This is an optimization exercise on Yosys and OpenROAD, whose aim is small area, a short achievable clock period and few clock cycles per item, not a production implementation.
RTL that was checked went through simulation tests only; none was proved equivalent to the original.
Only the layout flow was run in runs 3 and 5 to 7; the RTL was not checked for function there.
The flow treats the clock pin as an ideal source, which a real chip does not have.
Power and IR drop assume default switching activity.

==> design.v <==
package kmp_pkg;
  localparam int MAX_PATTERN = 64;
  localparam int MAX_TEXT    = 65536;
  localparam int PAT_AW = $clog2(MAX_PATTERN);
  localparam int LEN_W  = $clog2(MAX_PATTERN + 1);
  localparam int TP_W   = $clog2(MAX_TEXT + 1);
  localparam int CHAR_W = 8;
  localparam int REQ_W  = 2;
  localparam int STAT_W = 3;
  localparam int POS_W  = 16;
  localparam int CNT_W  = 7;
  localparam logic [REQ_W-1:0] REQ_APPEND = 2'd0;
  localparam logic [REQ_W-1:0] REQ_TEXT   = 2'd1;
  localparam logic [REQ_W-1:0] REQ_START  = 2'd2;
  localparam logic [REQ_W-1:0] REQ_CLEAR  = 2'd3;
  localparam logic [STAT_W-1:0] ST_ACCEPT    = 3'd0;
  localparam logic [STAT_W-1:0] ST_NO_MATCH  = 3'd1;
  localparam logic [STAT_W-1:0] ST_MATCH     = 3'd2;
  localparam logic [STAT_W-1:0] ST_NOT_FOUND = 3'd3;
  localparam logic [STAT_W-1:0] ST_ERROR     = 3'd4;
  typedef struct packed {
    logic              pat_we;
    logic [PAT_AW-1:0] pat_waddr;
    logic [CHAR_W-1:0] pat_wdata;
    logic [PAT_AW-1:0] pat_raddr;
    logic              fail_we;
    logic [PAT_AW-1:0] fail_waddr;
    logic [PAT_AW-1:0] fail_wdata;
    logic [PAT_AW-1:0] fail_raddr;
  } mem_req_t;
  typedef struct packed {
    logic              valid;
    logic [STAT_W-1:0] status;
    logic [POS_W-1:0]  position;
    logic [CNT_W-1:0]  count;
  } res_t;
endpackage
module kmp_substring_search_core (
  input  logic                          clk_i,
  input  logic                          rst_ni,
  input  logic                          in_valid_i,
  output logic                          in_ready_o,
  input  logic [kmp_pkg::REQ_W-1:0]     req_type_i,
  input  logic [kmp_pkg::CHAR_W-1:0]    char_value_i,
  input  logic                          last_text_i,
  output logic                          out_valid_o,
  input  logic                          out_ready_i,
  output logic [kmp_pkg::STAT_W-1:0]    status_o,
  output logic [kmp_pkg::POS_W-1:0]     match_position_o,
  output logic [kmp_pkg::CNT_W-1:0]     pattern_count_o
);
  localparam int NP = kmp_pkg::MAX_PATTERN;
  logic o_v_q;
  logic hold, adv;
  logic sk_empty_q, sk_empty_d;
  logic rdy_q;
  logic xfer;
  assign hold = o_v_q & ~out_ready_i;
  assign adv  = ~hold;
  assign xfer = in_valid_i & rdy_q;
  assign sk_empty_d = adv | (sk_empty_q & ~xfer);
  always_ff @(posedge clk_i or negedge rst_ni) begin
    if (!rst_ni) rdy_q <= 1'b0;
    else         rdy_q <= sk_empty_d;
  end
  assign in_ready_o = rdy_q;
  logic       a_v_q;
  logic [1:0] a_t_q;
  logic [7:0] a_c_q;
  logic       a_l_q;
  logic [1:0] s_t_q;
  logic [7:0] s_c_q;
  logic       s_l_q;
  always_ff @(posedge clk_i or negedge rst_ni) begin
    if (!rst_ni) begin
      a_v_q      <= 1'b0;
      sk_empty_q <= 1'b1;
    end else begin
      if (adv) a_v_q <= ~sk_empty_q | xfer;
      sk_empty_q <= sk_empty_d;
    end
  end
  always_ff @(posedge clk_i) begin
    if (adv) begin
      if (!sk_empty_q) begin
        a_t_q <= s_t_q;
        a_c_q <= s_c_q;
        a_l_q <= s_l_q;
      end else begin
        a_t_q <= req_type_i;
        a_c_q <= char_value_i;
        a_l_q <= last_text_i;
      end
    end
    if (sk_empty_q) begin
      s_t_q <= req_type_i;
      s_c_q <= char_value_i;
      s_l_q <= last_text_i;
    end
  end
  logic [7:0]    q_q [NP];
  logic [NP-1:0] e_q;
  logic [6:0]    len_q;
  logic [NP-1:0] inj;       
  logic [NP-1:0] eq;
  logic [NP-1:0] e_nxt;
  logic          b_go, b_shift, b_txt, b_start, full, hit;
  logic          q_shift, qdone_q;
  assign full    = len_q[6];
  assign b_go    = a_v_q & adv;
  assign b_shift = b_go & (a_t_q == kmp_pkg::REQ_APPEND) & ~full;
  assign q_shift = a_v_q & (a_t_q == kmp_pkg::REQ_APPEND) & ~full & ~qdone_q;
  always_ff @(posedge clk_i or negedge rst_ni) begin
    if (!rst_ni) qdone_q <= 1'b0;
    else         qdone_q <= hold & (qdone_q | q_shift);
  end
  assign b_txt   = b_go & (a_t_q == kmp_pkg::REQ_TEXT);
  assign b_start = b_go & (a_t_q == kmp_pkg::REQ_START);
  always_comb begin
    for (int j = 0; j < NP - 1; j++) inj[j] = (len_q[5:0] == 6'(j + 1));
    inj[NP-1] = full;
    for (int j = 0; j < NP; j++) eq[j] = (q_q[j] == a_c_q);
    e_nxt = ({1'b0, e_q[NP-1:1]} | inj) & eq;
  end
  assign hit = e_nxt[0];
  always_ff @(posedge clk_i) begin
    if (q_shift) begin
      q_q[0] <= a_c_q;
      for (int j = 1; j < NP; j++) q_q[j] <= q_q[j-1];
    end
    if (b_start) e_q <= '0;
    else if (b_txt) e_q <= e_nxt;
    else if (b_shift) e_q <= {e_q[NP-2:0], 1'b0};
  end
  always_ff @(posedge clk_i or negedge rst_ni) begin
    if (!rst_ni) begin
      len_q <= '0;
    end else if (b_go && a_t_q == kmp_pkg::REQ_CLEAR) begin
      len_q <= '0;
    end else if (b_shift) begin
      len_q <= len_q + 7'd1;
    end
  end
  logic       c_v_q;
  logic [1:0] c_t_q;
  logic       c_l_q;
  logic       c_hit_q;
  logic       c_err_q;      
  logic [6:0] c_cnt_q;
  always_ff @(posedge clk_i or negedge rst_ni) begin
    if (!rst_ni) c_v_q <= 1'b0;
    else if (adv) c_v_q <= a_v_q;
  end
  always_ff @(posedge clk_i) begin
    if (adv) begin
      c_t_q   <= a_t_q;
      c_l_q   <= a_l_q;
      c_hit_q <= hit;
      c_err_q <= full;
      c_cnt_q <= (a_t_q == kmp_pkg::REQ_CLEAR) ? 7'd0 :
                 (a_t_q == kmp_pkg::REQ_APPEND && !full) ? len_q + 7'd1 : len_q;
    end
  end
  logic [16:0] tpx_q;
  logic [16:0] tp_q;
  assign tp_q = {tpx_q[16:1], ~tpx_q[0]};
  logic        found_q;
  logic [15:0] fpos_q;
  logic        c_go;
  logic [16:0] tp_inc;
  logic [15:0] hit_pos;
  logic        cnt_zero;
  assign c_go     = c_v_q & adv;
  assign tp_inc   = tp_q + 17'd1;
  assign hit_pos  = tp_q[15:0] - {9'd0, c_cnt_q};
  assign cnt_zero = (c_cnt_q == '0);
  logic [2:0]  st;
  logic [15:0] pos;
  logic        f_set, f_clr, t_inc;
  always_comb begin
    st    = kmp_pkg::ST_ACCEPT;
    pos   = '0;
    f_set = 1'b0;
    f_clr = 1'b0;
    t_inc = 1'b0;
    unique case (c_t_q)
      kmp_pkg::REQ_APPEND: if (c_err_q) st = kmp_pkg::ST_ERROR;
      kmp_pkg::REQ_TEXT: begin
        if (found_q) begin
          st  = kmp_pkg::ST_MATCH;
          pos = fpos_q;
        end else if (cnt_zero) begin
          st    = kmp_pkg::ST_MATCH;
          f_set = 1'b1;
        end else if (tp_q[16] && tp_q[0]) begin    
          st = kmp_pkg::ST_ERROR;
        end else begin
          t_inc = 1'b1;
          if (c_hit_q) begin
            st    = kmp_pkg::ST_MATCH;
            pos   = hit_pos;
            f_set = 1'b1;
          end else begin
            st = c_l_q ? kmp_pkg::ST_NOT_FOUND : kmp_pkg::ST_NO_MATCH;
          end
        end
      end
      kmp_pkg::REQ_START: f_clr = 1'b1;
      default: ;
    endcase
  end
  always_ff @(posedge clk_i or negedge rst_ni) begin
    if (!rst_ni) begin
      tpx_q   <= '0;
      found_q <= 1'b0;
    end else if (c_go) begin
      if (f_clr) begin
        tpx_q   <= '0;
        found_q <= 1'b0;
      end else begin
        if (t_inc) tpx_q <= {tp_inc[16:1], ~tp_inc[0]};
        if (f_set) found_q <= 1'b1;
      end
    end
  end
  always_ff @(posedge clk_i) begin
    if (c_go && f_set) fpos_q <= pos;
  end
  logic [2:0]  o_st_q;
  logic [15:0] o_pos_q;
  logic [6:0]  o_cnt_q;
  always_ff @(posedge clk_i or negedge rst_ni) begin
    if (!rst_ni) o_v_q <= 1'b0;
    else if (adv) o_v_q <= c_v_q;
  end
  always_ff @(posedge clk_i) begin
    if (adv) begin
      o_st_q  <= st;
      o_pos_q <= pos;
      o_cnt_q <= c_cnt_q;
    end
  end
  assign out_valid_o      = o_v_q;
  assign status_o         = o_st_q;
  assign match_position_o = o_pos_q;
  assign pattern_count_o  = o_cnt_q;
endmodule
==> flow/run.sh <==
#!/bin/bash
set -euo pipefail
work=$(cd "$(dirname "$0")/.." && pwd)
cd "$work"
export POST_CTS_TCL="$work/flow/collapse.tcl"
bash standard.sh > "$work/standard.log" 2>&1
==> flow/collapse.tcl <==
set block [ord::get_db_block]
set clk_net [$block findNet clk_i]
set roots {}
foreach it [$clk_net getITerms] { lappend roots [$it getInst] }
if {[llength $roots] == 1} {
  set root [lindex $roots 0]
  set rnet [[$root findITerm X] getNet]
  set loads {}
  foreach it [$rnet getITerms] {
    if {[$it getInst] ne $root} { lappend loads $it }
  }
  if {[string match "sky130_fd_sc_hd__clkbuf_*" [[$root getMaster] getName]] && [llength $loads] <= 4} {
    foreach it $loads {
      $it disconnect
      $it connect $clk_net
    }
    [$root findITerm A] disconnect
    [$root findITerm X] disconnect
    odb::dbInst_destroy $root
    odb::dbNet_destroy $rnet
    puts "collapse: clock port now drives [llength $loads] buffers directly"
  }
}
==> standard.sh <==
#!/bin/bash
# synth_recipe.tcl (not shown) runs the flow's synth.tcl, then flattens the netlist and writes it again
# the make line also repeats each setting of config.mk as NAME=value (left out here)
make -C /OpenROAD-flow-scripts/flow DESIGN_CONFIG=/design/flow/config.mk WORK_HOME=/design/flow/orfs CLKGATE_MAP_FILE= SYNTH_SCRIPT=/design/flow/synth_recipe.tcl "${@:-finish}"
==> config.mk <==
export PLATFORM = sky130hd
export DESIGN_NAME = kmp_substring_search_core
export DESIGN_NICKNAME = kmp_substring_search_core
export VERILOG_FILES = /design/flow/design.v
export SDC_FILE = /design/flow/constraint.sdc
export NUM_CORES = 4
export LEC_CHECK = 0
export ABC_CLOCK_PERIOD_IN_PS = 2500
export CAP_MARGIN = 20
export CORE_MARGIN = 2
export CORE_UTILIZATION = 50
export CTS_BUF_LIST = sky130_fd_sc_hd__clkbuf_16
export CTS_CLUSTER_DIAMETER = 100
export CTS_CLUSTER_SIZE = 30
export SETUP_SLACK_MARGIN = 3.8
export SLEW_MARGIN = 20
==> constraint.sdc <==
create_clock -name core_clock -period 6.0 [get_ports {clk_i}]
set_input_delay 1.2000 -clock core_clock [delete_from_list [all_inputs] [get_ports {clk_i}]]
set_output_delay 1.2000 -clock core_clock [all_outputs]
set_load 0.01 [all_outputs]
==> results of run 1 <==
layer usage:
layer	wire length, um	global-route usage [%]	part of all wire (%)
met1	28100	28.5	45
met2	30500	34.4	49
met3	2720	2.77	4.3
met4	1250	4.65	2.0
met5	0	0	0
cells in the final DEF, fill, tap and decap left out, drive strengths merged, types with 15 or more instances in the layout:
cell / instances
a21oi: 59
a31oi: 32
buf: 98
clkbuf: 30
dfrtp: 30
dfxtp: 75
edfxtp: 577
inv: 36
mux2i: 68
nand2: 42
nand3: 68
nand4: 63
nor2: 85
nor3: 15
nor4: 88
o21ai: 91
xnor2: 220
xor2: 303
cell type report:
type / count / area (um^2)
tap: 765 / 957
timing repair buffer: 113 / 1150
multi-input combinational: 1267 / 9600
sequential: 683 / 19600
clock buffer: 29 / 726
inverter: 20 / 75.1
fill: 4687 / 25500
clock inverter: 23 / 168
worst min path at each step:
stage	cells past startpoint	startpoint	end
2_1_floorplan	0	a_l_q	c_l_q
3_3_place_gp	0	a_l_q	c_l_q
3_5_place_dp	0	a_l_q	c_l_q
5_1_grt	0	a_l_q	c_l_q
6_report	0	a_l_q	c_l_q
per-stage QoR:
step,total power [mW],hold slack [ps],utilization (%),setup TNS (ps)
final,12.9,432,55.9,0
after global routing,13.6,447,55.9,0
after detailed placement,10.3,405,53.0,0
after global placement,10.2,407,52.9,0
after floorplan,9.40,400,-,-1461690
cells by family after synthesis:
| family | synth area share (%) |
|---|---|
| buffers and inverters | 1.87 |
| multiplexers | 2.75 |
| AND/OR/NAND/NOR | 7.84 |
| AO/OA/AOI/OAI | 4.39 |
| XOR/XNOR | 15.6 |
| flip-flops | 66.9 |
| adder cells (fa/ha/maj) | 0.623 |
where the power goes:
| part | switching [mW] | internal (mW) | total, mW |
|---|---|---|---|
| combinational | 2.22 | 1.45 | 3.68 |
| sequential | 0.567 | 6.30 | 6.86 |
| clock | 1.47 | 0.923 | 2.39 |
| total | 4.26 | 8.67 | 12.9 |
state kept, by name (all words and copies together) (netlist names), 2 cells and up:
| name | flops |
|---|---|
| a_t_q | 2 |
| e_q | 64 |
| len_q | 7 |
| a_c_q | 8 |
| fpos_q | 16 |
| o_pos_q | 16 |
| c_cnt_q | 7 |
| o_cnt_q | 7 |
| c_t_q | 2 |
| tpx_q | 17 |
| q_q | 512 |
| s_c_q | 8 |
| o_st_q | 3 |
| s_t_q | 2 |
==> flow_summary.ini, run 1 <==
[placed_design]
dp.cells = 2799
place_area_um2 = 30600
io_buffers = 42
pre_cts_slack_ps = 1620
hpwl_um = 37200
gp_congestion = 0.819

[yosys]
synth_warnings = 2
yosysMostFrequentCell = edfxtp_1
ys_seq_area_share_pct = 66.9
syn-mean-instance-area_um2 = 14.1
synth_area_um2 = 29300
synthArstFlopShare_pct = 4.54
synthTopCellsByCount = edfxtp_1, xor2_1, xnor2_1
synthTopCellsByArea = edfxtp_1, xor2_1, xnor2_1
synth-seq-cells = 683
synth_edf_count = 577
syn_inst = 2080
synth_ff_type = edfxtp_1
synth_top_area_share_pct = 59.1
yosys.area.top_type = edfxtp_1
synthesis.nets = 2109
synth_cell_types = 58

[sta]
worst_pin_slew_ps = 1040
finalWorstSetupSlack_ps = 3760
max_freq_mhz = 447
setup_viol = 0
fin_crit_ps = 2240
grt_setup_unrepaired = yes
maxSlewViolCount = 0
final.period_utilization_pct = 37.3
final.setup_skew_ps = 44.5
relSlewSlack_pct = 30.4
hold_viol = 0

[clocking]
clock_latency_ps = 490
cts.sinks = 683
cts.clk_slew.worst_paths_ps = 110
cts_tree = yes

[floorplan]
rows = 88
initial_core_util_pct = 50.7
dieArea_um2 = 60600
die_height_um = 246
fp.dieW_um = 246
pin_count = 43
core_um2 = 57800

[final_layout]
final_cells = 2900
fin_area_um2 = 32300
layout-drive-gt1-share_pct = 11.0
n_antenna_cell = 0
area_growth_pct = 10.2
nets = 2142

[routing]
antenna_left = 0
drt_iter0_drc = 1304
routed_via_density = 5.72
routed_wirelength_um = 62600
route.detailed.drc = 0
wl_per_cell_um = 21.6
vias = 16600
dr.pass1.iters = 5

[global_routing]
grt-ovfl-total = 0
grt_pass1_wl_um = 96500
first_global_vias = 16500
grt_usage_pct = 20.5
antenna_found_initial = 0
grt_max_degree = 83

[setup_path]
cp.depth = 1
critPathMaxStageDelay_ps = 430
worstPathRequired_ps = 4800
r2r_cells = 7
worst_setup_path_end_kind = output port
worstSetupStartpoint = o_v_q
cp_max_fo = 2
crit_type = reg -> out
r2r-start = c_cnt_q[0]
crit_buf_inv = 1
cp-start-kind = register
crit_chain = buf_6
cpMaxStageDelayCell = dfrtp_2
timing.rr.end = o_pos_q[14]
crit_end = out_valid_o
crit_family = flip-flops
worstPathArrival_ps = 1040
ff2ff_setup_slack_ps = 3790

[power]
vdd_drop_max_v = 0.000262
powerDensity_nw_per_um2 = 400
leakage_nw = 10.7

[outcome]
status = complete, no violations

[job]
drv_cap = 0

[min_path]
hold_class = reg -> reg
Testbench counts, summed over its fixed seeds: cycles 21,147, items 21,123.
==> run 2, diff against run 1 <==
--- a/config.mk
+++ b/config.mk
@@ -8,7 +8,7 @@
 export ABC_CLOCK_PERIOD_IN_PS = 2500
 export CAP_MARGIN = 20
 export CORE_MARGIN = 2
-export CORE_UTILIZATION = 50
+export CORE_UTILIZATION = 40
 export CTS_BUF_LIST = sky130_fd_sc_hd__clkbuf_16
 export CTS_CLUSTER_DIAMETER = 100
 export CTS_CLUSTER_SIZE = 30
==> run 2 against run 1 <==
Against the previous run: still clean on timing, DRC and antenna; clock-buffer cell count stayed put; flip-flop and latch count is the same; synthesized area did not move; combinational power about the same; utilization fell by 11 points; critical endpoint is now tpx_q[7]; global-route usage down 4.3 points.
==> flow_summary.ini, run 2 <==
[yosys]
synthTopCellsByArea = edfxtp_1, xor2_1, xnor2_1
synthesis.nets = 2109
synth_ff_type = edfxtp_1
synthAdderAreaFrac_pct = 0.623
synth-xor-area-share_pct = 15.6
synth_mux_area_share_pct = 2.75
synthTopCellsByCount = edfxtp_1, xor2_1, xnor2_1
yosys.area.top_type = edfxtp_1
yosysMostFrequentCell = edfxtp_1
synth_top_family_by_area = XOR/XNOR gates
synth-simple-area-share_pct = 7.84
synth_edf_count = 577
syn-mean-instance-area_um2 = 14.1
synth_top_area_share_pct = 59.1
synth_warnings = 2
synth_area_um2 = 29300
synth_cell_types = 58
synth_compound_area_share_pct = 4.39
synth-seq-cells = 683
synthArstFlopShare_pct = 4.54
ys_seq_area_share_pct = 66.9
syn_inst = 2080

[global_routing]
first_global_vias = 16800
grt_pass1_wl_um = 96800
grt-ovfl-total = 0
met3_usage_pct = 1.42
grt_max_degree = 88
grt_usage_pct = 16.2
use_met1_pct = 22.5
gr-max-usage-layer = met2
use_met2_pct = 28.0
antenna_found_initial = 0

[floorplan]
initial_core_util_pct = 40.3
fp.dieW_um = 275
pin_count = 43
dieArea_um2 = 75400
core_um2 = 72700
die_height_um = 275
rows = 99

[setup_path]
crit_top_cell = buf_6
crit_chain = buf_6, nand2b_4, buf_12, buf_16, and2_4, nand4_1, buf_4, buf_6, or3_4, a21oi_2
cpMaxStageDelayCell = or3_4
worst_setup_path_end_kind = register
crit_family = simple AND/OR/NAND/NOR gates
crit_type = in -> reg
worstPathArrival_ps = 2680
critPathMaxStageDelay_ps = 320
cp_max_fo = 4
worstPathRequired_ps = 6420
cp-start-kind = input port
crit_buf_inv = 5

[sta]
worst_pin_slew_ps = 925
setup_tns_ps = 0
final.setup_skew_ps = 31.0
grt_setup_unrepaired = yes
setup_viol = 0
hold_viol = 0
relSlewSlack_pct = 38.2
fin_crit_ps = 2260
finalWorstSetupSlack_ps = 3740
maxSlewViolCount = 0
max_freq_mhz = 443
final.period_utilization_pct = 37.6

[final_layout]
fin_area_um2 = 32600
mostFrequentLayoutCell = edfxtp_1
area_growth_pct = 11.3
nets = 2148
largest_reg_flops = 512
layout-drive-gt1-share_pct = 11.2
layout_common_cells = edfxtp_1, xor2_1, xnor2_1
n_antenna_cell = 0
top_register = q_q
final_util_pct = 44.9
largestRegisters = q_q x512, e_q x64, tpx_q x17

[power]
vdd_drop_max_v = 0.000245
powerDensity_nw_per_um2 = 396
leakage_nw = 10.8

[clocking]
cts_tree = yes
clock_latency_ps = 480
cts.clk_slew.worst_paths_ps = 110
cts.sinks = 683

[job]
drv_cap = 0

[placed_design]
io_buffers = 42
place_area_um2 = 30800
hpwl_um = 36800
pre_cts_slack_ps = 2010
gp_congestion = 0.806

[outcome]
status = complete, no violations

[routing]
vias = 16500
wl_per_cell_um = 20.4
routed_wirelength_um = 63200
antenna_left = 0
dr.pass1.iters = 5
route.detailed.drc = 0
routed_via_density = 5.34
drt_iter0_drc = 1574

[min_path]
hold_class = reg -> reg
run 2: through the flow:
stage	instances	power (mW)	hold slack, ps
global route	3100	13.6	444
floorplan	2080	9.40	400
global placement	2991	10.2	406
detailed placement	2991	10.3	406
finish	3100	12.9	437
run 2: cell families (layout without fill, tap and decap cells):
kind of cell             Yosys count  after routing
flip-flops                       683            683
XOR/XNOR                         523            523
AND/OR/NAND/NOR                  425            428
AO/OA/AOI/OAI                    221            221
buffers and inverters            135            193
multiplexers                      79             79
adder cells (fa/ha/maj)           14             14
run 2: worst register-to-register path, stage by stage, from the launching register on:
cell and delay (ps):
edfxtp_1 430, ha_2 210, fa_2 390, nor2b_4 160, o31ai_4 100, a2111oi_4 350
mux2i_1 250, nand2_1 100
run 2: worst paths after layout:
kind | from | endpoint | slack, ps | cells after the start
hold / removal | a_l_q | c_l_q | 440 | 0
setup reg to reg | c_cnt_q[0] | fpos_q[14] | 3790 | 7
hold reg to reg | a_l_q | c_l_q | 440 | 0
max in group asynchronous | rst_ni | a_v_q | 4620 | 1
setup / recovery | out_ready_i | tpx_q[7] | 3740 | 10
min in group asynchronous | rst_ni | len_q[2] | 790 | 1
run 2: layer usage:
metal	routed length, um	share of wire [%]
met5	0	0
met4	1260	2.0
met3	2340	3.7
met2	31000	49
met1	28500	45
run 2: cell type report:
| type | count | area [um^2] |
|---|---|---|
| Clock buffer | 29 | 726 |
| Clock inverter | 22 | 135 |
| Fill cell | 6465 | 40100 |
| Inverter | 20 | 75.1 |
| Multi-Input combinational cell | 1265 | 9580 |
| Sequential cell | 683 | 19600 |
| Tap cell | 959 | 1200 |
| Timing Repair Buffer | 122 | 1290 |
run 2: power by group:
group	switching (mW)	internal (mW)
combinational	2.23	1.47
clock	1.46	0.911
sequential	0.563	6.30
==> run 3, diff against run 2 <==
--- a/design.v
+++ b/design.v
@@ -233,8 +233,12 @@
     if (!rst_ni) o_v_q <= 1'b0;
     else if (adv) o_v_q <= c_v_q;
   end
-  always_ff @(posedge clk_i) begin
-    if (adv) begin
+  always_ff @(posedge clk_i or negedge rst_ni) begin
+    if (!rst_ni) begin
+      o_st_q  <= '0;
+      o_pos_q <= '0;
+      o_cnt_q <= '0;
+    end else if (adv) begin
       o_st_q  <= st;
       o_pos_q <= pos;
       o_cnt_q <= c_cnt_q;
==> run 3 against run 2 <==
Against the previous run: clock power is 5% lower; worst hold slack worse by 1.7 ps; worst setup slack worse by 44 ps; routed wire length is 15% higher; still clean on timing, DRC and antenna; final cell count is 4.8% higher; largest power group unchanged; flip-flop and latch count stayed put; die area is 2.2% higher; sequential power is 2.9% higher.
==> flow_summary.ini, run 3 <==
[yosys]
yosysMostFrequentCell = edfxtp_1
synth_edf_count = 551
synth_warnings = 2
synth_area_um2 = 30000
synth_top_area_share_pct = 55.2
yosys.area.top_type = edfxtp_1
synthArstFlopShare_pct = 8.35
ys_seq_area_share_pct = 65.0
synthTopCellsByArea = edfxtp_1, xnor2_1, dfxtp_1
synthTopCellsByCount = edfxtp_1, xnor2_1, nand4_1
synthesis.nets = 2225
synth-seq-cells = 683
syn_inst = 2196
syn-mean-instance-area_um2 = 13.6
synth_cell_types = 66
synth_ff_type = edfxtp_1

[sta]
hold_viol = 0
setup_viol = 0
grt_setup_unrepaired = yes
worst_pin_slew_ps = 790
fin_crit_ps = 2300
maxSlewViolCount = 0
relSlewSlack_pct = 47.3
final.period_utilization_pct = 38.3
final.setup_skew_ps = 27.3
max_freq_mhz = 435
finalWorstSetupSlack_ps = 3700

[global_routing]
gr-max-usage-layer = met2
grt_pass1_wl_um = 109000
antenna_found_initial = 0
grt_usage_pct = 18.1
use_met1_pct = 25.9
met3_usage_pct = 2.13
first_global_vias = 17900
use_met2_pct = 29.9
grt_max_degree = 90
grt-ovfl-total = 0

[setup_path]
cp_max_fo = 8
worstPathArrival_ps = 2650
crit_type = in -> reg
worstPathRequired_ps = 6350
worst_setup_path_end_kind = register
r2r_cells = 7
cp-start-kind = input port
critPathMaxStageDelay_ps = 250
crit_top_cell = buf_12
crit_chain = buf_6, nor2b_4, inv_12, nand3_4, buf_12, buf_12, buf_16, buf_12, mux2i_2, a211oi_2
cpMaxStageDelayCell = nor2b_4

[routing]
antenna_left = 0
routed_wirelength_um = 72600
route.detailed.drc = 0
vias = 17800
wl_per_cell_um = 22.4
dr.pass1.iters = 5
drt_iter0_drc = 1669
routed_via_density = 5.48

[floorplan]
initial_core_util_pct = 40.3
dieArea_um2 = 77100
fp.dieW_um = 278
die_height_um = 278
pin_count = 43
rows = 100
core_um2 = 74300

[clocking]
cts.clk_slew.worst_paths_ps = 120
cts_tree = yes
cts.sinks = 683
clock_latency_ps = 480

[power]
pwr-share-clk_pct = 16.0
leakage_nw = 11.1
vdd_drop_max_v = 0.000264
finalPower_mw = 14.1
p_seq_share_pct = 50.0
swShare_pct = 33.9
powerDensity_nw_per_um2 = 413
pwr-share-comb_pct = 34.0
p_sw_mw = 4.78
power.internal_mw = 9.33

[min_path]
hold_class = reg -> reg
min_path_cells = 0

[final_layout]
final_cells = 3249
layout-drive-gt1-share_pct = 17.0
mostFrequentLayoutCell = edfxtp_1
area_growth_pct = 14.1
layout_common_cells = edfxtp_1, xnor2_1, nand4_1
nets = 2289
final_util_pct = 46.0
largest_reg_flops = 512
n_antenna_cell = 0
largestRegisters = q_q x512, e_q x64, tpx_q x17
top_register = q_q

[job]
drv_cap = 0

[placed_design]
hpwl_um = 40200
dp.cells = 3103
gp_congestion = 0.857
io_buffers = 42
pre_cts_slack_ps = 2320

[outcome]
status = complete, no violations
-- run 3: cell count changes in the layout (fill, tap and decap cells not counted), sizes merged, moves of 40 or more --
cell / previous run / this run
xnor2: 220 / 515
a21oi: 59 / 131
nand3: 68 / 21
buf: 106 / 146
nand4: 63 / 139
xor2: 303 / 13
mux2: 11 / 52
o21ai: 91 / 28
-- run 3: area by class of cell --
| class | instances | area (um^2) |
|---|---|---|
| fill | 6577 | 40100 |
| inverter | 16 | 72.6 |
| tap | 969 | 1210 |
| timing repair buffer | 167 | 1990 |
| multi-input combinational | 1364 | 10600 |
| clock inverter | 22 | 110 |
| sequential | 683 | 19500 |
| timing repair inverter | 2 | 17.5 |
| clock buffer | 26 | 651 |
-- run 3: kinds of logic after synthesis --
family,after synthesis,synth area share (%)
flops,683,65.0
xor+xnor,528,15.4
simple gates,478,8.55
compound gates,255,5.25
buf+inv,151,2.01
mux,87,3.12
fa+ha+maj,14,0.610
-- run 3: worst max-delay path, delay by kind of cell --
kind | cells | cell delay [ps]
compound gates | 1 | 90
buf+inv | 6 | 720
mux | 1 | 240
simple gates | 2 | 390
-- run 3: worst paths after layout --
check / startpoint / to / slack, ps
setup / recovery: out_ready_i / e_q[29] / 3700
min in group asynchronous: rst_ni / o_cnt_q[0] / 870
setup reg to reg: c_cnt_q[1] / fpos_q[9] / 3730
hold / removal: a_l_q / c_l_q / 440
hold reg to reg: a_l_q / c_l_q / 440
max in group asynchronous: rst_ni / len_q[5] / 4550
-- run 3: through the flow --
step | hold slack [ps] | setup TNS [ps] | area, um^2
after floorplan | 400 | -1457550 | 30100
after global placement | 412 | 0 | 31400
after detailed placement | 406 | 0 | 31400
after global routing | 440 | 0 | 34200
final | 435 | 0 | 34200
-- run 3: power groups by stage --
| stage | logic (mW) | clock network, mW | registers (mW) |
|---|---|---|---|
| final | 4.80 | 2.25 | 7.06 |
| after global routing | 5.18 | 2.46 | 7.17 |
| after detailed placement | 3.90 | 0 | 7.18 |
| after global placement | 3.82 | 0 | 7.16 |
| after floorplan | 2.94 | 0 | 7.11 |
-- run 3: metal layers --
| layer | vias to the layer above | part of all wire [%] |
|---|---|---|
| met2 | 491 | 48 |
| met5 | - | 0 |
| met1 | 9074 | 45 |
| li1 | 8158 | - |
| met4 | 0 | 1.9 |
| met3 | 93 | 5.1 |
==> run 4, diff against run 3 <==
--- a/design.v
+++ b/design.v
@@ -233,12 +233,8 @@
     if (!rst_ni) o_v_q <= 1'b0;
     else if (adv) o_v_q <= c_v_q;
   end
-  always_ff @(posedge clk_i or negedge rst_ni) begin
-    if (!rst_ni) begin
-      o_st_q  <= '0;
-      o_pos_q <= '0;
-      o_cnt_q <= '0;
-    end else if (adv) begin
+  always_ff @(posedge clk_i) begin
+    if (adv) begin
       o_st_q  <= st;
       o_pos_q <= pos;
       o_cnt_q <= c_cnt_q;
--- a/config.mk
+++ b/config.mk
@@ -6,11 +6,11 @@
 export NUM_CORES = 4
 export LEC_CHECK = 0
 export ABC_CLOCK_PERIOD_IN_PS = 2500
-export CAP_MARGIN = 20
+export CAP_MARGIN = 10
 export CORE_MARGIN = 2
-export CORE_UTILIZATION = 40
+export CORE_UTILIZATION = 50
 export CTS_BUF_LIST = sky130_fd_sc_hd__clkbuf_16
 export CTS_CLUSTER_DIAMETER = 100
 export CTS_CLUSTER_SIZE = 30
 export SETUP_SLACK_MARGIN = 3.8
-export SLEW_MARGIN = 20
+export SLEW_MARGIN = 10
==> run 4 against run 3 <==
Against the previous run: still clean; via count down 6.6%; sequential share of layout area is 3.5 points higher; power shrank 7.8%; synthesized cell count decreased by 5.3%; register-to-register slack better by 50 ps; clock power increased by 6%; worst setup slack improved by 54 ps; non-clock buffer count is 52 lower; largest cell class unchanged.
==> flow_summary.ini, run 4 <==
[outcome]
status = complete, no violations

[routing]
routed_via_density = 5.73
wl_per_cell_um = 22.0
drt_iter0_drc = 1436
routed_wirelength_um = 63900
vias = 16600
dr.pass1.iters = 7
route.detailed.drc = 0
antenna_left = 0

[yosys]
ys_seq_area_share_pct = 66.9
yosysMostFrequentCell = edfxtp_1
syn_inst = 2080
synth_area_um2 = 29300
synth_warnings = 2
synthesis.nets = 2109
synthTopCellsByCount = edfxtp_1, xor2_1, xnor2_1
synth_top_area_share_pct = 59.1
synthTopCellsByArea = edfxtp_1, xor2_1, xnor2_1
synth_cell_types = 58
syn-mean-instance-area_um2 = 14.1
synth-seq-cells = 683
synth_edf_count = 577
synthArstFlopShare_pct = 4.54
yosys.area.top_type = edfxtp_1
synth_ff_type = edfxtp_1

[setup_path]
critPathMaxStageDelay_ps = 440
worstPathArrival_ps = 1050
worstPathRequired_ps = 4800
worst_setup_path_end_kind = output port
crit_chain = buf_6
crit_family = flip-flops
cpMaxStageDelayCell = dfrtp_2
crit_buf_inv = 1
crit_type = reg -> out
cp-start-kind = register
cp_max_fo = 2

[floorplan]
initial_core_util_pct = 50.7
pin_count = 43
die_height_um = 246
fp.dieW_um = 246
dieArea_um2 = 60600
core_um2 = 57800
rows = 88

[final_layout]
layout-drive-gt1-share_pct = 11.0
nets = 2146
largestRegisters = q_q x512, e_q x64, tpx_q x17
area_growth_pct = 10.6
layout_common_cells = edfxtp_1, xor2_1, xnor2_1
final_util_pct = 56.0
top_register = q_q
n_antenna_cell = 0
mostFrequentLayoutCell = edfxtp_1
largest_reg_flops = 512

[power]
vdd_drop_max_v = 0.000254
p_seq_share_pct = 52.8
p_sw_mw = 4.31
powerDensity_nw_per_um2 = 402
pwr-share-clk_pct = 18.3
pwr-share-comb_pct = 28.9
leakage_nw = 10.8
finalPower_mw = 13.0
swShare_pct = 33.1
power.internal_mw = 8.70

[clocking]
clock_latency_ps = 500
cts.clk_slew.worst_paths_ps = 110
cts.sinks = 683
cts_tree = yes

[min_path]
hold_class = reg -> reg

[sta]
max_freq_mhz = 445
final.period_utilization_pct = 37.4
maxSlewViolCount = 0
relSlewSlack_pct = 33.7
final.setup_skew_ps = 31.9
setup_viol = 0
worst_pin_slew_ps = 992
hold_viol = 0
fin_crit_ps = 2250
grt_setup_unrepaired = yes

[global_routing]
grt_usage_pct = 21.0
grt_pass1_wl_um = 98200
grt_max_degree = 83
grt-ovfl-total = 0
antenna_found_initial = 0
first_global_vias = 16700

[placed_design]
io_buffers = 42
hpwl_um = 37100
gp_congestion = 0.819

[job]
drv_cap = 0
-- run 4: changes by cell type after synthesis, sizes merged, moves of 25 or more --
cell | before | now
mux2 | 52 | 11
xnor2 | 515 | 220
dfrtp | 56 | 30
o21ai | 28 | 91
mux2i | 35 | 68
nor4 | 61 | 88
nand3 | 21 | 67
a21oi | 131 | 59
edfxtp | 551 | 577
a211oi | 25 | 0
nand2 | 75 | 42
nand4 | 139 | 63
xor2 | 13 | 303
-- run 4: power groups by stage --
stage / Combinational, mW / Sequential (mW) / Clock, mW
2_1_floorplan: 2.41 / 6.99 / 0
3_3_place_gp: 3.26 / 6.98 / 0
3_5_place_dp: 3.30 / 6.99 / 0
5_1_grt: 4.09 / 6.96 / 2.60
6_report: 3.76 / 6.87 / 2.38
-- run 4: path summary, 6_finish.rpt --
kind                       cells after the start  slack [ps]     start           to
max                                            1        3750     o_v_q  out_valid_o
min                                            0         430     a_l_q        c_l_q
max reg2reg                                    7        3780  tpx_q[0]   fpos_q[14]
min reg2reg                                    0         430     a_l_q        c_l_q
max in group asynchronous                      1        4650    rst_ni     len_q[3]
min in group asynchronous                      1         790    rst_ni    tpx_q[11]
-- run 4: cell families (layout without fill, tap and decap cells) --
family | after synthesis | after routing | synth area share (%)
buf+inv | 135 | 188 | 1.87
mux | 79 | 79 | 2.75
xor+xnor | 523 | 523 | 15.6
fa+ha+maj | 14 | 14 | 0.623
flops | 683 | 683 | 66.9
simple gates | 425 | 432 | 7.84
compound gates | 221 | 221 | 4.39
-- run 4: cell type report --
type,count,area [um^2]
fill,4638,25400
sequential,683,19600
multi-input combinational,1269,9600
timing repair buffer,115,1270
tap,765,957
clock buffer,28,701
clock inverter,25,180
inverter,20,75.1
-- run 4: layer usage --
metal / routed length [um] / vias to the layer above / track usage, %
met4: 1170 / 0 / 4.51
met1: 28500 / 8527 / 29.0
li1: - / 7694 / -
met3: 2980 / 78 / 2.81
met5: 0 / - / 0
met2: 31200 / 340 / 35.4
-- run 4: stage by stage --
step                      instance area, um^2  cells  setup slack [ps]  TNS [ps]  hold WS [ps]
after floorplan                         29500   2080             -2850  -1461690           400
after global placement                  30600   2798              1720         0           407
after detailed placement                30600   2798              1600         0           407
after global routing                    32400   2905              3700         0           453
final                                   32400   2905              3750         0           431
Testbench counts of run 4, summed over its fixed seeds: cycles 21,147, items 21,123.
==> run 5, diff against run 4 <==
--- a/design.v
+++ b/design.v
@@ -172,7 +172,8 @@
   logic        cnt_zero;
   assign c_go     = c_v_q & adv;
   assign tp_inc   = tp_q + 17'd1;
-  assign hit_pos  = tp_q[15:0] - {9'd0, c_cnt_q};
+  logic [15:0] base_q;
+  assign hit_pos  = base_q;
   assign cnt_zero = (c_cnt_q == '0);
   logic [2:0]  st;
   logic [15:0] pos;
@@ -223,6 +224,18 @@
       end
     end
   end
+  always_ff @(posedge clk_i or negedge rst_ni) begin
+    if (!rst_ni) begin
+      base_q <= 16'd1;
+    end else if (c_go) begin
+      unique case (c_t_q)
+        kmp_pkg::REQ_APPEND: if (!c_err_q) base_q <= base_q - 16'd1;
+        kmp_pkg::REQ_TEXT:   if (t_inc) base_q <= base_q + 16'd1;
+        kmp_pkg::REQ_START:  base_q <= 16'd1 - {9'd0, c_cnt_q};
+        default:             base_q <= tp_q[15:0];    
+      endcase
+    end
+  end
   always_ff @(posedge clk_i) begin
     if (c_go && f_set) fpos_q <= pos;
   end
--- a/config.mk
+++ b/config.mk
@@ -6,11 +6,11 @@
 export NUM_CORES = 4
 export LEC_CHECK = 0
 export ABC_CLOCK_PERIOD_IN_PS = 2500
-export CAP_MARGIN = 10
+export CAP_MARGIN = 20
 export CORE_MARGIN = 2
 export CORE_UTILIZATION = 50
 export CTS_BUF_LIST = sky130_fd_sc_hd__clkbuf_16
 export CTS_CLUSTER_DIAMETER = 100
 export CTS_CLUSTER_SIZE = 30
 export SETUP_SLACK_MARGIN = 3.8
-export SLEW_MARGIN = 10
+export SLEW_MARGIN = 20
==> run 5 against run 4 <==
Against the previous run: utilization grew 1.0 points; critical endpoint is now base_q[11]; global-route usage up 0.42 points; critical path depth rose by 9.
==> flow_summary.ini, run 5 <==
[outcome]
status = complete, no violations

[setup_path]
worstPathRequired_ps = 6370
r2r_cells = 10
worstPathArrival_ps = 2870
cp_max_fo = 6
timing.rr.end = base_q[11]
ff2ff_setup_slack_ps = 3490
r2r-start = c_t_q[1]
crit_end = base_q[11]
crit_type = reg -> reg
worst_setup_path_end_kind = register
cp-start-kind = register
worstSetupStartpoint = c_t_q[1]

[power]
p_seq_share_pct = 48.1
vdd_drop_max_v = 0.000213
p_sw_mw = 5.28
leakage_nw = 11.0
pwr-share-clk_pct = 15.5
swShare_pct = 34.1
power.internal_mw = 10.2
powerDensity_nw_per_um2 = 450
pwr-share-comb_pct = 36.4

[floorplan]
rows = 90
pin_count = 43
dieArea_um2 = 62900
die_height_um = 251
fp.dieW_um = 251
core_um2 = 60200
initial_core_util_pct = 50.6

[routing]
route.detailed.drc = 0
routed_via_density = 5.78
drt_iter0_drc = 1646
dr.pass1.iters = 7
routed_wirelength_um = 69600
wl_per_cell_um = 22.7
antenna_left = 0
vias = 17700

[sta]
final.setup_skew_ps = 24.9
grt_setup_unrepaired = yes
setup_tns_ps = 0
setup_viol = 0
relSlewSlack_pct = 48.3
final.period_utilization_pct = 41.8
max_freq_mhz = 399
fin_crit_ps = 2510
finalWorstSetupSlack_ps = 3490
hold_viol = 0
maxSlewViolCount = 0
worst_pin_slew_ps = 776
holdWs_ps = 462

[final_layout]
top_register = q_q
mostFrequentLayoutCell = edfxtp_1
largest_reg_flops = 512
multi_input_area_um2 = 10600
layout_common_cells = edfxtp_1, xnor2_1, nand4_1
area_growth_pct = 12.9
nets = 2304
layout-drive-gt1-share_pct = 13.4
largestRegisters = q_q x512, e_q x64, tpx_q x17
n_fill_cell = 4750
n_antenna_cell = 0
seq_area_um2 = 20000
final_util_pct = 57.1
final_cells = 3069

[clocking]
cts.sinks = 699
clock_latency_ps = 500
cts.clk_slew.worst_paths_ps = 110
cts_tree = yes

[yosys]
synthTopCellsByCount = edfxtp_1, xnor2_1, nand4_1
synth_cell_types = 63
synthesis.nets = 2228
synthArstFlopShare_pct = 6.72
synthTopCellsByArea = edfxtp_1, xnor2_1, dfxtp_1
synth_area_um2 = 30500
synth-seq-cells = 699
synth_warnings = 2
syn_inst = 2189
synth_ff_type = edfxtp_1
synth_edf_count = 577
syn-mean-instance-area_um2 = 13.9
yosysMostFrequentCell = edfxtp_1
yosys.area.top_type = edfxtp_1
synth_top_area_share_pct = 56.9
ys_seq_area_share_pct = 65.7

[min_path]
min-delay-start = a_l_q
hold_class = reg -> reg

[global_routing]
grt-ovfl-total = 0
first_global_vias = 17600
met3_usage_pct = 2.01
grt_pass1_wl_um = 105000
antenna_found_initial = 0
grt_usage_pct = 21.4
gr-max-usage-layer = met2
use_met2_pct = 34.3
grt_max_degree = 73
use_met1_pct = 30.9

[job]
drv_cap = 0

[placed_design]
io_buffers = 42
hpwl_um = 40100
gp_congestion = 0.813
dp.cells = 2929
pre_cts_slack_ps = 1880
## run 5: cell types whose count changed in the layout (fill, tap and decap cells not counted), moves of 48 or more
| cell | delta |
|---|---|
| xnor2_1 | +301 |
| xor2_1 | -285 |
| nor4_1 | -72 |
| nand4_1 | +70 |
| nor3_1 | +63 |
| a211oi_1 | +55 |
| nand3_1 | -50 |
| o21ai_0 | -48 |
## run 5: how the worst min path moves through the flow
stage,end,slack (ps),depth (start not counted)
2_1_floorplan,c_l_q,400,0
3_3_place_gp,c_l_q,420,0
3_5_place_dp,c_l_q,450,0
5_1_grt,c_l_q,480,0
6_report,c_l_q,460,0
## run 5: kinds of logic after synthesis
logic type                 Yosys count  share of synthesized area (%)
DFF                                699                           65.7
xor gates and xnor gates           541                           15.6
and+or+nand+nor                    450                           7.81
buffers and inverters              131                           1.81
AOI/OAI and AO/OA                  264                           5.45
muxes                               80                           2.69
adders and majority gates           24                           1.01
## run 5: layout make-up
type                    instances  area share (%)
well taps                     782            2.84
repair buffers                160            5.55
multi-input cells            1365            30.8
inverters                      12           0.131
clock buffers                  30            2.18
flip-flops and latches        699            58.2
clock inverters                21           0.317
## run 5: power by group through the flow
stage	Sequential (mW)	Combinational, mW	Clock [mW]
finish	7.45	5.63	2.40
detailed placement	7.55	4.57	0
floorplan	7.70	3.50	0
global placement	7.55	4.46	0
global route	7.58	6.12	2.61
## run 5: through the flow
| step | power, mW | area (um^2) |
|---|---|---|
| 2_1_floorplan | 11.2 | 30500 |
| 5_1_grt | 16.3 | 34400 |
| 3_3_place_gp | 12.0 | 31700 |
| 6_report | 15.5 | 34400 |
| 3_5_place_dp | 12.1 | 31700 |
## run 5: worst max-delay path, cell delays in order (launching register included)
cell and delay [ps]:
edfxtp_1 440, buf_12 160, nand2b_4 220, ha_4 260
and2_4 170, a221oi_4 270, and3_4 280, o21bai_4 70
xnor2_1 150, o21ai_1 100, mux2_4 270
## run 5: routing by layer
layer	wire [um]	part of all wire (%)
met1	32100	46
met2	32400	47
met3	2950	4.2
met4	2150	3.1
met5	0	0
==> run 6, diff against run 5 <==
--- a/design.v
+++ b/design.v
@@ -52,18 +52,12 @@
   localparam int NP = kmp_pkg::MAX_PATTERN;
   logic o_v_q;
   logic hold, adv;
-  logic sk_empty_q, sk_empty_d;
-  logic rdy_q;
+  logic sk_empty_q;
   logic xfer;
   assign hold = o_v_q & ~out_ready_i;
   assign adv  = ~hold;
-  assign xfer = in_valid_i & rdy_q;
-  assign sk_empty_d = adv | (sk_empty_q & ~xfer);
-  always_ff @(posedge clk_i or negedge rst_ni) begin
-    if (!rst_ni) rdy_q <= 1'b0;
-    else         rdy_q <= sk_empty_d;
-  end
-  assign in_ready_o = rdy_q;
+  assign xfer = in_valid_i & sk_empty_q;
+  assign in_ready_o = sk_empty_q;
   logic       a_v_q;
   logic [1:0] a_t_q;
   logic [7:0] a_c_q;
@@ -75,9 +69,11 @@
     if (!rst_ni) begin
       a_v_q      <= 1'b0;
       sk_empty_q <= 1'b1;
-    end else begin
-      if (adv) a_v_q <= ~sk_empty_q | xfer;
-      sk_empty_q <= sk_empty_d;
+    end else if (adv) begin
+      a_v_q      <= ~sk_empty_q | xfer;
+      sk_empty_q <= 1'b1;
+    end else if (xfer) begin
+      sk_empty_q <= 1'b0;
     end
   end
   always_ff @(posedge clk_i) begin
@@ -105,15 +101,9 @@
   logic [NP-1:0] eq;
   logic [NP-1:0] e_nxt;
   logic          b_go, b_shift, b_txt, b_start, full, hit;
-  logic          q_shift, qdone_q;
   assign full    = len_q[6];
   assign b_go    = a_v_q & adv;
   assign b_shift = b_go & (a_t_q == kmp_pkg::REQ_APPEND) & ~full;
-  assign q_shift = a_v_q & (a_t_q == kmp_pkg::REQ_APPEND) & ~full & ~qdone_q;
-  always_ff @(posedge clk_i or negedge rst_ni) begin
-    if (!rst_ni) qdone_q <= 1'b0;
-    else         qdone_q <= hold & (qdone_q | q_shift);
-  end
   assign b_txt   = b_go & (a_t_q == kmp_pkg::REQ_TEXT);
   assign b_start = b_go & (a_t_q == kmp_pkg::REQ_START);
   always_comb begin
@@ -124,7 +114,7 @@
   end
   assign hit = e_nxt[0];
   always_ff @(posedge clk_i) begin
-    if (q_shift) begin
+    if (b_shift) begin
       q_q[0] <= a_c_q;
       for (int j = 1; j < NP; j++) q_q[j] <= q_q[j-1];
     end
@@ -161,9 +151,7 @@
                  (a_t_q == kmp_pkg::REQ_APPEND && !full) ? len_q + 7'd1 : len_q;
     end
   end
-  logic [16:0] tpx_q;
-  logic [16:0] tp_q;
-  assign tp_q = {tpx_q[16:1], ~tpx_q[0]};
+  logic [16:0] tp_q;        
   logic        found_q;
   logic [15:0] fpos_q;
   logic        c_go;
@@ -172,8 +160,7 @@
   logic        cnt_zero;
   assign c_go     = c_v_q & adv;
   assign tp_inc   = tp_q + 17'd1;
-  logic [15:0] base_q;
-  assign hit_pos  = base_q;
+  assign hit_pos  = tp_q[15:0] - {9'd0, c_cnt_q};
   assign cnt_zero = (c_cnt_q == '0);
   logic [2:0]  st;
   logic [15:0] pos;
@@ -212,28 +199,16 @@
   end
   always_ff @(posedge clk_i or negedge rst_ni) begin
     if (!rst_ni) begin
-      tpx_q   <= '0;
+      tp_q    <= 17'd1;
       found_q <= 1'b0;
     end else if (c_go) begin
       if (f_clr) begin
-        tpx_q   <= '0;
+        tp_q    <= 17'd1;
         found_q <= 1'b0;
       end else begin
-        if (t_inc) tpx_q <= {tp_inc[16:1], ~tp_inc[0]};
+        if (t_inc) tp_q <= tp_inc;
         if (f_set) found_q <= 1'b1;
       end
-    end
-  end
-  always_ff @(posedge clk_i or negedge rst_ni) begin
-    if (!rst_ni) begin
-      base_q <= 16'd1;
-    end else if (c_go) begin
-      unique case (c_t_q)
-        kmp_pkg::REQ_APPEND: if (!c_err_q) base_q <= base_q - 16'd1;
-        kmp_pkg::REQ_TEXT:   if (t_inc) base_q <= base_q + 16'd1;
-        kmp_pkg::REQ_START:  base_q <= 16'd1 - {9'd0, c_cnt_q};
-        default:             base_q <= tp_q[15:0];    
-      endcase
     end
   end
   always_ff @(posedge clk_i) begin
==> run.sh (new file) <==
#!/bin/bash
# synth_recipe.tcl (not shown) runs the flow's synth.tcl, then flattens the netlist and writes it again
# the make line also repeats each setting of config.mk as NAME=value (left out here)
make -C /OpenROAD-flow-scripts/flow DESIGN_CONFIG=/design/flow/config.mk WORK_HOME=/design/flow/orfs CLKGATE_MAP_FILE= SYNTH_SCRIPT=/design/flow/synth_recipe.tcl finish
--- a/config.mk
+++ b/config.mk
@@ -8,9 +8,6 @@
 export ABC_CLOCK_PERIOD_IN_PS = 2500
 export CAP_MARGIN = 20
 export CORE_MARGIN = 2
-export CORE_UTILIZATION = 50
-export CTS_BUF_LIST = sky130_fd_sc_hd__clkbuf_16
-export CTS_CLUSTER_DIAMETER = 100
-export CTS_CLUSTER_SIZE = 30
+export CORE_UTILIZATION = 40
 export SETUP_SLACK_MARGIN = 3.8
 export SLEW_MARGIN = 20
removed: flow/run.sh
removed: flow/collapse.tcl
removed: standard.sh
==> run 6 against run 5 <==
Against the previous run: still clean; synthesized area shrank 3.6%; clock-buffer cell count grew 67; sequential power shrank 19%; largest power group unchanged.
==> flow_summary.ini, run 6 <==
[floorplan]
fp.dieW_um = 275
dieArea_um2 = 75600
pin_count = 43
die_height_um = 275
core_um2 = 72800
rows = 99
initial_core_util_pct = 40.3

[setup_path]
crit_chain = buf_6
worstPathArrival_ps = 1250
worst_setup_path_end_kind = output port
cp-start-kind = register
crit_family = flip-flops
crit_type = reg -> out
worstPathRequired_ps = 4800
crit_buf_inv = 1
cpMaxStageDelayCell = dfstp_2
cp_max_fo = 2
critPathMaxStageDelay_ps = 550

[routing]
drt_iter0_drc = 1842
route.detailed.drc = 0
routed_via_density = 5.44
routed_wirelength_um = 67600
vias = 17400
wl_per_cell_um = 21.2
antenna_left = 0
dr.pass1.iters = 6

[yosys]
synthTopCellsByCount = edfxtp_1, xnor2_1, nand4_1
syn-mean-instance-area_um2 = 14.2
synth_edf_count = 577
ys_seq_area_share_pct = 66.6
syn_inst = 2072
synth_cell_types = 60
synth-seq-cells = 681
synth_warnings = 2
synthesis.nets = 2101
synth_top_area_share_pct = 59.0
synth_area_um2 = 29400
yosysMostFrequentCell = edfxtp_1
yosys.area.top_type = edfxtp_1
synth_ff_type = edfxtp_1
synthTopCellsByArea = edfxtp_1, xnor2_1, dfxtp_1
synthArstFlopShare_pct = 4.26

[global_routing]
grt_max_degree = 66
grt_usage_pct = 17.7
grt_pass1_wl_um = 103000
antenna_found_initial = 0
first_global_vias = 17700
grt-ovfl-total = 0

[clocking]
ctsHtreeMaxLevel = 3
cts_buffers = 73
clock_latency_ps = 600
clk_path_buf_depth = 3
cts_tree = yes
root_buffer = clkbuf_16
cts.clk_slew.worst_paths_ps = 60
cts.sinks = 681

[placed_design]
pre_cts_slack_ps = 1680
dp.cells = 2987
gp_congestion = 0.825
hpwl_um = 36700
io_buffers = 42

[power]
finalPower_mw = 13.3
powerDensity_nw_per_um2 = 385
leakage_nw = 10.9
vdd_drop_max_v = 0.000212

[sta]
grt_setup_unrepaired = yes
final.setup_skew_ps = 19.6
holdWs_ps = 428
worst_pin_slew_ps = 760
hold_viol = 0
fin_crit_ps = 2450
relSlewSlack_pct = 49.4
setup_tns_ps = 0
setup_viol = 0
final.period_utilization_pct = 40.9
max_freq_mhz = 408
finalWorstSetupSlack_ps = 3550
maxSlewViolCount = 0

[final_layout]
final_cells = 3191
top_register = q_q
layout-drive-gt1-share_pct = 13.8
area_growth_pct = 17.8
largest_reg_flops = 512
nets = 2208
n_antenna_cell = 0
mostFrequentLayoutCell = edfxtp_1
largestRegisters = q_q x512, e_q x64, tp_q x17
layout_common_cells = edfxtp_1, xnor2_1, nand4_1

[outcome]
status = complete, no violations

[min_path]
hold_class = reg -> reg

[job]
drv_cap = 0
## run 6: cell types whose count changed after synthesis, sizes merged, moves of 13 or more
cell / delta
dfrtp: -18
clkbuf: -25
o21ai: +20
xnor2: -38
a21oi: -39
buf: +20
inv: +13
a31oi: +24
nor2: -57
a211oi: -63
xor2: +13
o2bb2ai: +29
nand2: +13
## run 6: worst paths after layout
kind / startpoint / endpoint / slack, ps / depth (start not counted)
min: a_l_q / c_l_q / 430 / 0
max reg2reg: tp_q[0] / fpos_q[14] / 3760 / 8
max in group asynchronous: rst_ni / tp_q[0] / 4660 / 2
min in group asynchronous: rst_ni / tp_q[7] / 1000 / 2
max: sk_empty_q / in_ready_o / 3550 / 1
min reg2reg: a_l_q / c_l_q / 430 / 0
## run 6: power by group
group / internal [mW] / switching [mW] / leakage, nW / total (mW)
Clock: 2.46 / 1.81 / 1.09 / 4.27
Sequential: 5.72 / 0.319 / 5.97 / 6.04
Combinational: 1.31 / 1.71 / 3.80 / 3.02
Total: 9.49 / 3.84 / 10.9 / 13.3
## run 6: per-stage QoR
stage / area, um^2 / util, %
after global routing: 34600 / 47.5
after detailed placement: 30900 / 42.4
after global placement: 30900 / 42.4
after floorplan: 29500 / -
after CTS: 34000 / 46.7
final: 34600 / 47.5
## run 6: repair_timing
action / 4_1_cts / 5_1_grt
pin swaps: 7 / 10
buffers inserted: 34 / 17
hold buffers: 0 / 0
gates resized for setup: 189 / 53
gates cloned: 18 / 7
setup endpoints to repair: 669 / 383
## run 6: worst reg2reg max path, delay by kind of cell, from the launching register on
| family | cells | cell delay, ps |
|---|---|---|
| adders and majority gates | 2 | 530 |
| DFF | 1 | 540 |
| muxes | 1 | 220 |
| buffers and inverters | 1 | 50 |
| and+or+nand+nor | 2 | 250 |
| AOI/OAI and AO/OA | 2 | 370 |
## run 6: cells by family after synthesis
| logic type | share of synthesized area [%] |
|---|---|
| AO/OA/AOI/OAI | 5.31 |
| buffers and inverters | 1.94 |
| flip-flops | 66.6 |
| XOR/XNOR | 15.4 |
| multiplexers | 2.84 |
| AND/OR/NAND/NOR | 7.27 |
| adder cells (fa/ha/maj) | 0.622 |
## run 6: layout make-up
| class | count | area, um^2 |
|---|---|---|
| clock inverter | 31 | 245 |
| tap | 959 | 1200 |
| clock buffer | 97 | 1990 |
| sequential | 681 | 19600 |
| inverter | 25 | 100 |
| timing repair buffer | 143 | 1870 |
| multi-input combinational | 1255 | 9630 |
| fill | 6251 | 38200 |
## run 6: per-layer routing
metal	global-route usage (%)	wire length, um
met1	24.4	30100
met2	28.8	32500
met3	3.02	3310
met4	5.16	1630
met5	0	0
==> run 7, diff against run 6 <==
--- a/config.mk
+++ b/config.mk
@@ -9,5 +9,5 @@
 export CAP_MARGIN = 20
 export CORE_MARGIN = 2
 export CORE_UTILIZATION = 40
-export SETUP_SLACK_MARGIN = 3.8
+export SETUP_SLACK_MARGIN = 3.5
 export SLEW_MARGIN = 20
==> run 7 against run 6 <==
Against the previous run: first-iteration DRC count fell by 9.6%; utilization decreased by 1.1 points; combinational power is 13% lower; largest cell class unchanged; fmax fell by 2.6%; clock skew down 0.87 ps; still clean on timing, DRC and antenna; power fell by 0.78%; critical path depth unchanged; highest routed layer unchanged.
==> flow_summary.ini, run 7 <==
[final_layout]
area_growth_pct = 15.2
n_fill_cell = 6325
nets = 2166
mostFrequentLayoutCell = edfxtp_1
final_util_pct = 46.4
largest_reg_flops = 512
layout-drive-gt1-share_pct = 9.53
layout_common_cells = edfxtp_1, xnor2_1, nand4_1
top_register = q_q
n_antenna_cell = 0
largestRegisters = q_q x512, e_q x64, tp_q x17

[setup_path]
worstPathArrival_ps = 1320
worstSetupStartpoint = sk_empty_q
crit_chain = buf_6
cpMaxStageDelayCell = dfstp_4
r2r_cells = 6
timing.rr.end = c_cnt_q[4]
critPathMaxStageDelay_ps = 620
worstPathRequired_ps = 4800
crit_buf_inv = 1
crit_family = flip-flops
cp-start-kind = register
worst_setup_path_end_kind = output port
cp_max_fo = 2
crit_type = reg -> out
ff2ff_setup_slack_ps = 3540
r2r-start = len_q[0]

[yosys]
yosysMostFrequentCell = edfxtp_1
synthTopCellsByArea = edfxtp_1, xnor2_1, dfxtp_1
synthTopCellsByCount = edfxtp_1, xnor2_1, nand4_1
syn-mean-instance-area_um2 = 14.2
synth_top_area_share_pct = 59.0
synth_area_um2 = 29400
yosys.area.top_type = edfxtp_1
synthArstFlopShare_pct = 4.26
synth_cell_types = 60
ys_seq_area_share_pct = 66.6
synth_warnings = 2
syn_inst = 2072
synthesis.nets = 2101
synth_ff_type = edfxtp_1
synth-seq-cells = 681
synth_edf_count = 577

[floorplan]
core_um2 = 72800
pin_count = 43
die_height_um = 275
fp.dieW_um = 275
dieArea_um2 = 75600
rows = 99
initial_core_util_pct = 40.3

[routing]
dr.pass1.iters = 5
routed_wirelength_um = 64800
route.detailed.drc = 0
antenna_left = 0
drt_iter0_drc = 1665
wl_per_cell_um = 20.5
routed_via_density = 5.36
vias = 16900

[sta]
hold_viol = 0
relSlewSlack_pct = 41.1
fin_crit_ps = 2520
final.period_utilization_pct = 42.0
setup_viol = 0
final.setup_skew_ps = 18.7
worst_pin_slew_ps = 881
holdWs_ps = 426
maxSlewViolCount = 0
grt_setup_unrepaired = yes
setup_tns_ps = 0
max_freq_mhz = 397

[global_routing]
antenna_found_initial = 0
grt_max_degree = 66
grt_pass1_wl_um = 100000
grt_usage_pct = 17.2
grt-ovfl-total = 0
first_global_vias = 17000

[power]
vdd_drop_max_v = 0.000236
powerDensity_nw_per_um2 = 391
power.internal_mw = 9.49
leakage_nw = 10.5
swShare_pct = 28.2
p_sw_mw = 3.73
pwr-share-comb_pct = 19.9
p_seq_share_pct = 45.6
pwr-share-clk_pct = 34.4

[clocking]
cts_tree = yes
cts.sinks = 681
cts.clk_slew.worst_paths_ps = 60
root_buffer = clkbuf_16
hold_buffers = 0
cts_buffers = 72
clk_path_buf_depth = 3
clock_latency_ps = 610
ctsHtreeMaxLevel = 3

[min_path]
min_path_cells = 0
min-delay-start = a_l_q
holdPathEnd = c_l_q
hold_class = reg -> reg

[placed_design]
hpwl_um = 38100
io_buffers = 42
gp_congestion = 0.831

[job]
drv_cap = 0

[outcome]
status = complete, no violations
## run 7: changes by cell type in the layout (fill, tap and decap cells not counted), moves of 6 or more
cell             previous run  this run
buf_16                     20         5
clkinv_1                   13         4
dlygate4sd2_1               0        11
buf_2                      27         1
clkdlybuf4s15_1             0        16
clkbuf_16                  81        75
buf_12                     16         7
buf_4                      45        35
## run 7: cell families after synthesis
logic type               share of synthesized area [%]
AO/OA/AOI/OAI                                     5.31
XOR/XNOR                                          15.4
adder cells (fa/ha/maj)                          0.622
buffers and inverters                             1.94
flip-flops                                        66.6
multiplexers                                      2.84
AND/OR/NAND/NOR                                   7.27
## run 7: layout make-up
cell class / instances / area (um^2) / share of cell area (%)
inverters: 25 / 97.6 / 0.289
flip-flops and latches: 681 / 19600 / 57.9
repair buffers: 102 / 1180 / 3.49
clock inverters: 30 / 393 / 1.16
well taps: 959 / 1200 / 3.55
clock buffers: 101 / 2010 / 5.96
multi-input cells: 1255 / 9360 / 27.7
## run 7: worst max path at each step
stage                       endpoint  slack (ps)  cells after the start
after floorplan            q_q[0][0]       -3920                      5
after global routing      in_ready_o        3450                      1
after detailed placement   q_q[6][0]        1700                      6
after CTS                 in_ready_o        3450                      1
final                     in_ready_o        3480                      1
after global placement     q_q[6][0]        1760                      6
## run 7: power by group through the flow
| stage | clock [mW] | combinational, mW | sequential [mW] |
|---|---|---|---|
| after CTS | 4.64 | 2.61 | 6.04 |
| after global routing | 4.83 | 2.86 | 6.08 |
| after global placement | 0 | 2.43 | 6.14 |
| after detailed placement | 0 | 2.48 | 6.15 |
| final | 4.55 | 2.63 | 6.03 |
| after floorplan | 0 | 1.81 | 6.19 |
## run 7: per-layer routing
metal	share of wire [%]	GRT usage, %	up-vias	wire length, um
li1	-	-	7793	-
met1	46	23.9	8599	29700
met2	47	27.7	397	30600
met3	4.5	2.63	107	2900
met4	2.6	5.48	0	1660
met5	0	0	-	0
## run 7: stage by stage
| step | worst slack [ps] | instances | power [mW] | area [um^2] |
|---|---|---|---|---|
| floorplan | -3920 | 2072 | 7.99 | 29400 |
| global placement | 1760 | 2991 | 8.57 | 30900 |
| detailed placement | 1700 | 2991 | 8.63 | 30900 |
| CTS | 3450 | 3148 | 13.3 | 33700 |
| global route | 3450 | 3153 | 13.8 | 33800 |
| finish | 3480 | 3153 | 13.2 | 33800 |
## run 7: worst reg2reg max path: stages (launching register included)
cell	delay (ps)
dfrtp_1	550
ha_2	570
and2_1	580
nand2_1	190
nor3_1	180
a21oi_1	50
o21ai_0	180
## run 7: repair_timing
action	in CTS	in global routing
cloned	8	0
pin swaps	3	1
endpoints found under the setup margin	674	130
buffers inserted	18	5
gates resized for setup	66	24

## static timing again, ports no longer ideal
The flow's constraints put no driver on any port. The routed layouts listed below were extracted and timed again, unchanged, in two steps. Step 1: set_driving_cell puts a clkbuf_16 on clk_i and a buf_2 on each other input, an assumption about the parent block. Step 2 times the ports against the registers' clock, not the clock port: input delays grow and output delays shrink by t, the midpoint of the rising clock arrivals with the driver on. Slacks: ideal / step 1 / step 2; pairs: ideal / step 1.
| run | t, ns | setup WS [ns] | hold WS [ns] | worst setup path at the end |
|---|---|---|---|---|
| run 1 | 0.547 | 3.761 / 3.683 / 3.361 | 0.432 / 0.432 / 0.432 | input to register |
| run 2 | 0.555 | 3.743 / 3.671 / 3.232 | 0.437 / 0.437 / 0.437 | input to register |
| run 3 | 0.552 | 3.699 / 3.662 / 3.190 | 0.435 / 0.435 / 0.435 | input to register |
| run 4 | 0.567 | 3.753 / 3.667 / 3.314 | 0.431 / 0.431 / 0.431 | input to register |
| run 5 | 0.562 | 3.493 / 3.493 / 3.171 | 0.462 / 0.462 / 0.462 | input to register |
| run 6 | 0.655 | 3.548 / 3.488 / 3.171 | 0.428 / 0.428 / 0.428 | input to register |
| run 7 | 0.659 | 3.481 / 3.423 / 2.963 | 0.426 / 0.426 / 0.426 | input to register |
After both steps every run listed still meets setup and hold. For run 7, which loses most, drivers alone change the setup slack by -0.058 ns; drivers and shift together by -0.518 ns.
